This is an optimization exercise on Yosys and OpenROAD, whose aim is a short achievable clock period and few clock cycles, not a production implementation.
Function was checked by simulation only, so behaviour that the tests miss may differ from the original.
Power and IR drop assume default switching activity.

$ cat flow/design.v
package cpu_pkg;
	typedef enum logic [6:0] {
		opc_op     = 7'b0110011,
		opc_op_imm = 7'b0010011,
		opc_lui    = 7'b0110111,
		opc_load   = 7'b0000011,
		opc_store  = 7'b0100011,
		opc_branch = 7'b1100011,
		opc_jal    = 7'b1101111
	} opcode_e;
	typedef enum logic [3:0] {
		alu_add    = 4'd0,
		alu_sub    = 4'd1,
		alu_and    = 4'd2,
		alu_or     = 4'd3,
		alu_xor    = 4'd4,
		alu_slt    = 4'd5,
		alu_sll    = 4'd6,
		alu_srl    = 4'd7,
		alu_pass_b = 4'd8  
	} alu_op_e;
	typedef struct packed {
		alu_op_e alu_op;
		logic    use_imm;
		logic    reg_write;
		logic    is_load;
		logic    is_store;
		logic    is_branch;
		logic    branch_ne;
		logic    is_jump;
	} ctrl_t;
	typedef struct packed {
		logic [32-1:0] pc;
		logic [31:0]          inst;
	} if_id_t;
	typedef struct packed {
		logic [32-1:0] pc;
		logic [32-1:0] rs1_val;
		logic [32-1:0] rs2_val;
		logic [32-1:0] imm;
		logic [4:0]           rs1;
		logic [4:0]           rs2;
		logic [4:0]           rd;
		ctrl_t                ctrl;
	} id_ex_t;
	typedef struct packed {
		logic [32-1:0] result;      
		logic [32-1:0] store_data;
		logic [4:0]           rd;
		logic                 reg_write;
		logic                 is_load;
		logic                 is_store;
	} ex_mem_t;
	typedef struct packed {
		logic [32-1:0] value;
		logic [4:0]           rd;
		logic                 reg_write;
	} mem_wb_t;
endpackage
module decoder (
	input  logic [31:0]          inst_i,
	output cpu_pkg::ctrl_t                ctrl_o,
	output logic [4:0]           rs1_o,
	output logic [4:0]           rs2_o,
	output logic [4:0]           rd_o,
	output logic [32-1:0] imm_o
);
	cpu_pkg::opcode_e opcode;
	logic [2:0] funct3;
	logic [6:0] funct7;
	logic [32-1:0] imm_i, imm_s, imm_b, imm_u, imm_j;
	cpu_pkg::alu_op_e arith_op;
	logic arith_bad;
	logic known;
	cpu_pkg::ctrl_t ctrl;
	assign opcode = cpu_pkg::opcode_e'(inst_i[6:0]);
	assign funct3 = inst_i[14:12];
	assign funct7 = inst_i[31:25];
	assign rs1_o = inst_i[19:15];
	assign rs2_o = inst_i[24:20];
	assign rd_o = inst_i[11:7];
	assign imm_i = {{(32-12){inst_i[31]}}, inst_i[31:20]};
	assign imm_s = {{(32-12){inst_i[31]}}, inst_i[31:25], inst_i[11:7]};
	assign imm_b = {{(32-12){inst_i[31]}}, inst_i[7], inst_i[30:25], inst_i[11:8], 1'b0};
	assign imm_u = {inst_i[31:12], 12'b0};
	assign imm_j = {{(32-20){inst_i[31]}}, inst_i[19:12], inst_i[20], inst_i[30:21], 1'b0};
	always_comb begin
		case (funct3)
			3'b000: arith_op = (opcode == cpu_pkg::opc_op && funct7[5]) ? cpu_pkg::alu_sub : cpu_pkg::alu_add;
			3'b001: arith_op = cpu_pkg::alu_sll;
			3'b010: arith_op = cpu_pkg::alu_slt;
			3'b100: arith_op = cpu_pkg::alu_xor;
			3'b101: arith_op = cpu_pkg::alu_srl;
			3'b110: arith_op = cpu_pkg::alu_or;
			3'b111: arith_op = cpu_pkg::alu_and;
			default: arith_op = cpu_pkg::alu_add;  
		endcase
	end
	assign arith_bad = (funct3 == 3'b011) ||
		(opcode == cpu_pkg::opc_op ?
			!(funct7 == 7'b0 || (funct7 == 7'b0100000 && funct3 == 3'b000)) :
			((funct3 == 3'b001 || funct3 == 3'b101) && funct7 != 7'b0));
	always_comb begin
		ctrl = '0;
		imm_o = '0;
		known = 1'b1;
		case (opcode)
			cpu_pkg::opc_op: begin
				ctrl.alu_op = arith_op;
				ctrl.reg_write = 1'b1;
				known = !arith_bad;
			end
			cpu_pkg::opc_op_imm: begin
				ctrl.alu_op = arith_op;
				ctrl.use_imm = 1'b1;
				ctrl.reg_write = 1'b1;
				imm_o = imm_i;
				known = !arith_bad;
			end
			cpu_pkg::opc_lui: begin
				ctrl.alu_op = cpu_pkg::alu_pass_b;
				ctrl.use_imm = 1'b1;
				ctrl.reg_write = 1'b1;
				imm_o = imm_u;
			end
			cpu_pkg::opc_load: begin
				ctrl.use_imm = 1'b1;
				ctrl.reg_write = 1'b1;
				ctrl.is_load = 1'b1;
				imm_o = imm_i;
				known = (funct3 == 3'b010);  
			end
			cpu_pkg::opc_store: begin
				ctrl.use_imm = 1'b1;
				ctrl.is_store = 1'b1;
				imm_o = imm_s;
				known = (funct3 == 3'b010);
			end
			cpu_pkg::opc_branch: begin
				ctrl.alu_op = cpu_pkg::alu_sub;  
				ctrl.is_branch = 1'b1;
				ctrl.branch_ne = funct3[0];
				imm_o = imm_b;
				known = (funct3[2:1] == 2'b00);
			end
			cpu_pkg::opc_jal: begin
				ctrl.reg_write = 1'b1;
				ctrl.is_jump = 1'b1;
				imm_o = imm_j;
			end
			default: known = 1'b0;
		endcase
	end
	assign ctrl_o = known ? ctrl : '0;
endmodule
module gpr (
	input  logic                 clock_i,
	input  logic                 rst_i,
	input  logic                 we_i,
	input  logic [4:0]           waddr_i,
	input  logic [32-1:0] wdata_i,
	input  logic [4:0]           raddr1_i,
	input  logic [4:0]           raddr2_i,
	output logic [32-1:0] rdata1_o,
	output logic [32-1:0] rdata2_o
);
	logic [32-1:0] regs [32];
	logic wr_en;
	assign wr_en = we_i && (waddr_i != 5'd0);  
	always_ff @(posedge clock_i) begin
		if (rst_i) begin
			for (int i = 0; i < 32; i++)
				regs[i] <= '0;
		end else if (wr_en) begin
			regs[waddr_i] <= wdata_i;
		end
	end
	assign rdata1_o = (wr_en && waddr_i == raddr1_i) ? wdata_i : regs[raddr1_i];
	assign rdata2_o = (wr_en && waddr_i == raddr2_i) ? wdata_i : regs[raddr2_i];
endmodule
module alu (
	input  cpu_pkg::alu_op_e              op_i,
	input  logic [32-1:0] a_i,
	input  logic [32-1:0] b_i,
	output logic [32-1:0] result_o,
	output logic                 zero_o
);
	logic [4:0] shamt;
	logic less;
	assign shamt = b_i[4:0];
	assign less = $signed(a_i) < $signed(b_i);
	always_comb begin
		case (op_i)
			cpu_pkg::alu_add:
				result_o = a_i + b_i;
			cpu_pkg::alu_sub:
				result_o = a_i - b_i;
			cpu_pkg::alu_and:
				result_o = a_i & b_i;
			cpu_pkg::alu_or:
				result_o = a_i | b_i;
			cpu_pkg::alu_xor:
				result_o = a_i ^ b_i;
			cpu_pkg::alu_slt:
				result_o = {{(32-1){1'b0}}, less};
			cpu_pkg::alu_sll:
				result_o = a_i << shamt;
			cpu_pkg::alu_srl:
				result_o = a_i >> shamt;  
			cpu_pkg::alu_pass_b:
				result_o = b_i;
			default:
				result_o = '0;
		endcase
	end
	assign zero_o = (result_o == '0);
endmodule
module addr_gen (
	input  cpu_pkg::ctrl_t                ctrl_i,
	input  logic [32-1:0] ex_pc_i,
	input  logic [32-1:0] imm_i,
	input  logic                 alu_zero_i,
	input  logic [32-1:0] fetch_pc_i,
	output logic                 redirect_o,
	output logic [32-1:0] npc_o,
	output logic [32-1:0] link_o
);
	logic take_branch;
	logic [32-1:0] target;
	logic [32-1:0] seq_pc;
	assign take_branch = ctrl_i.is_branch && (ctrl_i.branch_ne ? !alu_zero_i : alu_zero_i);
	assign target = ex_pc_i + imm_i;
	assign seq_pc = fetch_pc_i + 32'(4);
	assign redirect_o = take_branch || ctrl_i.is_jump;
	assign npc_o = redirect_o ? target : seq_pc;
	assign link_o = ex_pc_i + 32'(4);  
endmodule
module hazard (
	input  logic [4:0] rs1_i,
	input  logic [4:0] rs2_i,
	input  logic [4:0] ex_rd_i,
	input  logic       ex_is_load_i,
	input  logic       redirect_i,
	output logic       stall_o,
	output logic       flush_o
);
	logic rd_hit;
	logic load_use;
	assign rd_hit = (ex_rd_i != 5'd0) && (ex_rd_i == rs1_i || ex_rd_i == rs2_i);
	assign load_use = ex_is_load_i && rd_hit;
	assign flush_o = redirect_i;
	assign stall_o = 1'b0;
endmodule
module cpu (
	input  logic                 clock_i,
	input  logic                 rst_i,
	input  logic [31:0]          inst_i,
	input  logic [32-1:0] load_data_i,
	output logic [32-1:0] pc_o,
	output logic [32-1:0] address_o,
	output logic [32-1:0] store_data_o,
	output logic                 mem_load_o,
	output logic                 mem_store_o
);
	logic [32-1:0] pc;
	cpu_pkg::if_id_t if_id;
	cpu_pkg::id_ex_t id_ex;
	cpu_pkg::ex_mem_t ex_mem;
	cpu_pkg::mem_wb_t mem_wb;
	cpu_pkg::ctrl_t id_ctrl;
	logic [4:0] id_rs1, id_rs2, id_rd;
	logic [32-1:0] id_imm, id_rdata1, id_rdata2;
	logic stall, flush;
	logic [32-1:0] fwd_a, fwd_b, alu_b, alu_result;
	logic [32-1:0] ex_result, npc, link;
	logic alu_zero, redirect;
	logic [32-1:0] mem_value;
	function automatic logic [32-1:0] forward(input logic [4:0] idx,
			input logic [32-1:0] rval);
		if (ex_mem.reg_write && ex_mem.rd != 5'd0 && ex_mem.rd == idx)
			forward = mem_value;
		else if (mem_wb.reg_write && mem_wb.rd != 5'd0 && mem_wb.rd == idx)
			forward = mem_wb.value;
		else
			forward = rval;
	endfunction
	always_ff @(posedge clock_i) begin
		if (rst_i)
			pc <= 32'h0000_0000;
		else if (!stall)
			pc <= npc;
	end
	assign pc_o = pc;
	always_ff @(posedge clock_i) begin
		if (rst_i || flush) begin
			if_id <= '0;
		end else if (!stall) begin
			if_id.pc <= pc;
			if_id.inst <= inst_i;
		end
	end
	decoder decoder_i (
		.inst_i(if_id.inst),
		.ctrl_o(id_ctrl),
		.rs1_o(id_rs1),
		.rs2_o(id_rs2),
		.rd_o(id_rd),
		.imm_o(id_imm)
	);
	gpr gpr_i (
		.clock_i(clock_i),
		.rst_i(rst_i),
		.we_i(mem_wb.reg_write),
		.waddr_i(mem_wb.rd),
		.wdata_i(mem_wb.value),
		.raddr1_i(id_rs1),
		.raddr2_i(id_rs2),
		.rdata1_o(id_rdata1),
		.rdata2_o(id_rdata2)
	);
	hazard hazard_i (
		.rs1_i(id_rs1),
		.rs2_i(id_rs2),
		.ex_rd_i(id_ex.rd),
		.ex_is_load_i(id_ex.ctrl.is_load),
		.redirect_i(redirect),
		.stall_o(stall),
		.flush_o(flush)
	);
	always_ff @(posedge clock_i) begin
		if (rst_i || flush || stall)
			id_ex <= '0;  
		else begin
			id_ex.pc <= if_id.pc;
			id_ex.rs1_val <= id_rdata1;
			id_ex.rs2_val <= id_rdata2;
			id_ex.imm <= id_imm;
			id_ex.rs1 <= id_rs1;
			id_ex.rs2 <= id_rs2;
			id_ex.rd <= id_rd;
			id_ex.ctrl <= id_ctrl;
		end
	end
	always_comb begin
		fwd_a = forward(id_ex.rs1, id_ex.rs1_val);
		fwd_b = forward(id_ex.rs2, id_ex.rs2_val);
	end
	assign alu_b = id_ex.ctrl.use_imm ? id_ex.imm : fwd_b;
	alu alu_i (
		.op_i(id_ex.ctrl.alu_op),
		.a_i(fwd_a),
		.b_i(alu_b),
		.result_o(alu_result),
		.zero_o(alu_zero)
	);
	addr_gen addr_gen_i (
		.ctrl_i(id_ex.ctrl),
		.ex_pc_i(id_ex.pc),
		.imm_i(id_ex.imm),
		.alu_zero_i(alu_zero),
		.fetch_pc_i(pc),
		.redirect_o(redirect),
		.npc_o(npc),
		.link_o(link)
	);
	assign ex_result = id_ex.ctrl.is_jump ? link : alu_result;
	always_ff @(posedge clock_i) begin
		if (rst_i)
			ex_mem <= '0;
		else begin
			ex_mem.result <= ex_result;
			ex_mem.store_data <= fwd_b;
			ex_mem.rd <= id_ex.rd;
			ex_mem.reg_write <= id_ex.ctrl.reg_write;
			ex_mem.is_load <= id_ex.ctrl.is_load;
			ex_mem.is_store <= id_ex.ctrl.is_store;
		end
	end
	assign address_o = ex_mem.result;
	assign store_data_o = ex_mem.store_data;
	assign mem_load_o = ex_mem.is_load;
	assign mem_store_o = ex_mem.is_store;
	assign mem_value = ex_mem.is_load ? load_data_i : ex_mem.result;
	always_ff @(posedge clock_i) begin
		if (rst_i)
			mem_wb <= '0;
		else begin
			mem_wb.value <= mem_value;
			mem_wb.rd <= ex_mem.rd;
			mem_wb.reg_write <= ex_mem.reg_write;
		end
	end
endmodule
$ cat flow/run.sh
#!/bin/bash
# synth_recipe.tcl (not shown) runs the flow's synth.tcl, then flattens the netlist and writes it again
# the make line also repeats each setting of config.mk as NAME=value (left out here)
make -C /OpenROAD-flow-scripts/flow DESIGN_CONFIG=/design/flow/config.mk WORK_HOME=/design/flow/orfs CLKGATE_MAP_FILE= SYNTH_SCRIPT=/design/flow/synth_recipe.tcl finish
$ cat flow/config.mk
export PLATFORM = sky130hd
export DESIGN_NAME = cpu
export DESIGN_NICKNAME = cpu
export VERILOG_FILES = /design/flow/design.v
export SDC_FILE = /design/flow/constraint.sdc
export NUM_CORES = 4
export LEC_CHECK = 0
export CAP_MARGIN = 20
export CORE_MARGIN = 2
export CORE_UTILIZATION = 40
export SLEW_MARGIN = 20
$ cat flow/constraint.sdc
create_clock -name core_clock -period 10.0 [get_ports {clock_i}]
set_input_delay 2.0000 -clock core_clock [delete_from_list [all_inputs] [get_ports {clock_i}]]
set_output_delay 2.0000 -clock core_clock [all_outputs]
set_load 0.01 [all_outputs]
==> impl_metrics.py <==
metrics = {
    "pwr": {
        "ir_drop_mv": 0.185,
        "powerDensity_nw_per_um2": 164,
        "p_leak_nw": 32.1,
    },
    "setup_path": {
        "crit_top_cell": "buf_4",
        "worstPathArrival_ns": 9.84,
        "critPathKind": "flip-flop to flip-flop",
        "cpPeakStageDelay_ns": 0.87,
        "cp-end-kind": "flip-flop",
        "cp_slowest_cell": "or4b_1",
        "timing.critical_path.required_ns": 10.67,
        "path_max_fanout": 27,
        "worstSetupStartpointType": "flip-flop",
        "crit_family": "simple AND/OR/NAND/NOR gates",
        "cp.buffers_inverters": 4,
    },
    "synthesis": {
        "synth_common_cells": "1180 x and2_1, 1024 x edfxtp_1, 644 x mux4_2, 467 x clkbuf_1, 360 x dfxtp_1",
        "synthAdderAreaFrac_pct": 2.13,
        "seq_area_frac_synth_pct": 48.0,
        "synth_edf_count": 1024,
        "synth_mux_area_share_pct": 20.6,
        "synth_compound_area_share_pct": 8.35,
        "async_flop_share_pct": 0,
        "synth_top_family_by_area": "multiplexers",
        "netlist_instances": 6384,
        "synthXorXnorAreaFrac_pct": 1.33,
        "synth-main-ff-cell": "edfxtp_1",
        "yosysMostFrequentCell": "and2_1",
        "yosys_warnings": 4,
        "synth_top_area_share_pct": 38.9,
        "ys_types": 96,
        "yosys.area.top_type": "edfxtp_1",
        "synth_area_leaders": "edfxtp_1 39%, mux4_2 18%, and2_1 9.3%",
        "ys_ff_latch": 1384,
        "synthSimpleGateAreaFrac_pct": 15.5,
        "avgSynthCellArea_sq_um": 12.4,
        "synth_area_sq_um": 79000,
    },
    "global_routing": {
        "grt_max_degree": 104,
        "antenna_found_initial": 18,
        "grt_pass1_vias": 57400,
        "gr-total-overflow": 0,
        "grt_pass1_wl_microns": 445000,
        "track_usage_pct": 31.4,
    },
    "floorplanning": {
        "io_pins": 164,
        "coreArea_sq_um": 197000,
        "die_area_sq_um": 201000,
        "die_x_microns": 448,
        "rows": 163,
        "die_h_microns": 448,
        "initial_core_util_pct": 40.1,
    },
    "routing": {
        "top_layer": "met5",
        "met2_length_microns": 149000,
        "drc": 0,
        "first_pass_iters": 7,
        "routed_wl_microns": 318000,
        "drt-met1-wl_microns": 120000,
        "ant_nets": 0,
        "met3_length_microns": 29000,
        "wl_per_cell_microns": 34.6,
        "drt_first_iter_violations": 7163,
        "vias_per_cell": 6.29,
        "vias": 57800,
    },
    "sta": {
        "setup_viol": 0,
        "worstMarginPinSlew_ns": 1.24,
        "layout_min_cycle_time_ns": 9.17,
        "post-route-period-util_pct": 91.7,
        "hold_viol_final": 0,
        "max-slew-margin-rel_pct": 17.1,
        "max_freq_ghz": 0.109,
        "slew_viol_final": 0,
        "tns_ns": 0,
        "rsz0062_at_grt": "no",
        "finalClockSkew_ns": 0.0626,
    },
    "place": {
        "port-buffer-count": 163,
        "place.gp.congestion": 1.04,
        "dp_hpwl_microns": 215000,
        "dp_cells": 8894,
    },
    "clock_tree": {
        "cts_max_level": 4,
        "cts_tree": "done",
        "post-cts-setup-buffers": 0,
        "cts_buffer_depth": 3,
        "path_clk_slew_ns": 0.06,
        "insertion_delay_ns": 0.83,
        "numCtsBuffers": 156,
        "cts_root_buf": "clkbuf_16",
        "cts_resized": 0,
        "hold_buffers": 0,
        "cts.sinks": 1384,
    },
    "final_layout": {
        "final_cells": 9182,
        "nets": 6615,
        "drive_above_1_share_pct": 20.7,
        "syn2layout_area_growth_pct": 13.5,
    },
    "worst_hold_path": {
        "hp-class": "flip-flop to flip-flop",
    },
    "run": {
        "cap_violations": 0,
    },
    "outcome": {
        "outcome": "timing/DRC/antenna clean",
    },
}
## power breakdown
part	total, mW	leakage, nW	switching [mW]	internal, mW
Clock	5.71	2.45	2.50	3.21
Sequential	6.56	13.5	0.187	6.38
Combinational	2.49	16.1	1.57	0.912
## cells in the final DEF (no fill, tap or decap), types with 80 or more instances in the layout
cell	instances
a211oi_1	115
a21oi_1	159
and2_1	1179
buf_4	297
clkbuf_16	156
clkdlybuf4s50_1	162
dfxtp_1	336
edfxtp_1	1024
ha_1	130
inv_1	120
mux2i_1	147
mux4_2	644
nand2_1	194
nand3_1	183
nor2_1	320
nor3_1	109
o21ai_0	147
xnor2_1	80
## routing by layer
metal / up-vias / GRT usage [%]
li1: 24200 / -
met1: 29500 / 39.7
met2: 3329 / 50.7
met3: 814 / 6.57
met4: 14 / 16.7
met5: - / 0
## cell families after synthesis
family / Yosys count
multiplexers: 819
adder cells (fa/ha/maj): 133
AND/OR/NAND/NOR: 2225
buffers and inverters: 759
flip-flops: 1384
AO/OA/AOI/OAI: 943
other: 1
XOR/XNOR: 120
## worst reg2reg max path: stages (launching register included)
cell and delay (ns):
dfxtp_1 0.80, xor2_1 0.20, or4b_1 0.87, nor2_4 0.38, buf_4 0.28, mux2i_1 0.35, a21oi_1 0.14, mux2_2 0.42
ha_1 0.43, o21a_1 0.22, o2111ai_1 0.20, a21oi_1 0.27, nor3_1 0.09, o21ai_0 0.60, a31oi_1 0.21, a221oi_1 0.27
nand2b_1 0.18, or4b_1 0.48, or4_1 0.49, nor4_1 0.31, buf_4 0.18, nand4b_1 0.20, buf_4 0.20, o211ai_1 0.23
o211a_2 0.32, nand2_4 0.18, buf_12 0.28, a211oi_1 0.26
## path summary, 6_finish.rpt
path	start	endpoint	slack, ns	cells after the start
hold reg to reg	if_id[56]	id_ex[146]	0.42	1
hold / removal	if_id[56]	id_ex[146]	0.42	1
setup / recovery	mem_wb[3]	id_ex[65]	0.83	27
setup reg to reg	mem_wb[3]	id_ex[65]	0.83	27
## through the flow
| stage | power [mW] | util, % | hold slack [ns] | worst slack (ns) | area, sq um |
|---|---|---|---|---|---|
| 2_1_floorplan | 8.00 | - | 0.406 | 1.58 | 79100 |
| 3_3_place_gp | 9.09 | 43.0 | 0.407 | 0.734 | 84600 |
| 5_1_grt | 15.2 | 45.6 | 0.439 | 0.329 | 89700 |
| 4_1_cts | 14.7 | 45.5 | 0.424 | 0.955 | 89600 |
| 3_5_place_dp | 9.09 | 43.0 | 0.410 | 0.535 | 84600 |
| 6_report | 14.8 | 45.6 | 0.421 | 0.828 | 89700 |
## area by class of cell
class / count / area [sq um]
Multi-Input combinational cell: 4272 / 38700
Clock inverter: 89 / 935
Fill cell: 17700 / 107000
Sequential cell: 1384 / 38000
Timing Repair Buffer: 475 / 4120
Tap cell: 2640 / 3300
Inverter: 127 / 479
Clock buffer: 191 / 4110
Antenna cell: 4 / 10.0
## sequential cells by signal, summed over array words and instances, names as in the netlist
signal and cells:
gpr_i.regs 1024, id_ex 154, ex_mem 72, if_id 64, mem_wb 38, pc 32
Testbench counts, summed over its fixed seeds: cycles 21,500.

what the ideal ports hide:
No port has a modelled driver above. Below, the same layout with a new extraction and two added sets of constraints. Step 1 sets driving cells, clkbuf_16 on the clock port and buf_2 on the other inputs (assumed; they add their load-dependent delay and slew). Step 2 adds t to the input delays and takes it off the output delays; t is the mean of the earliest and latest rising clock arrival at the registers after step 1. Input paths then give back, and output paths get back, about the clock's delay inside the block. Three values: ideal, step 1, step 2; two values: the first two.
t (ns): 0.891
setup slack, ns: 0.828 / 0.828 / 0.390
worst register clock-pin slew, ns: 0.06 / 0.06
After both steps setup and hold are still met in this run. The setup slack of this run moves by 0.000 ns with the drivers and by -0.438 ns with both steps.
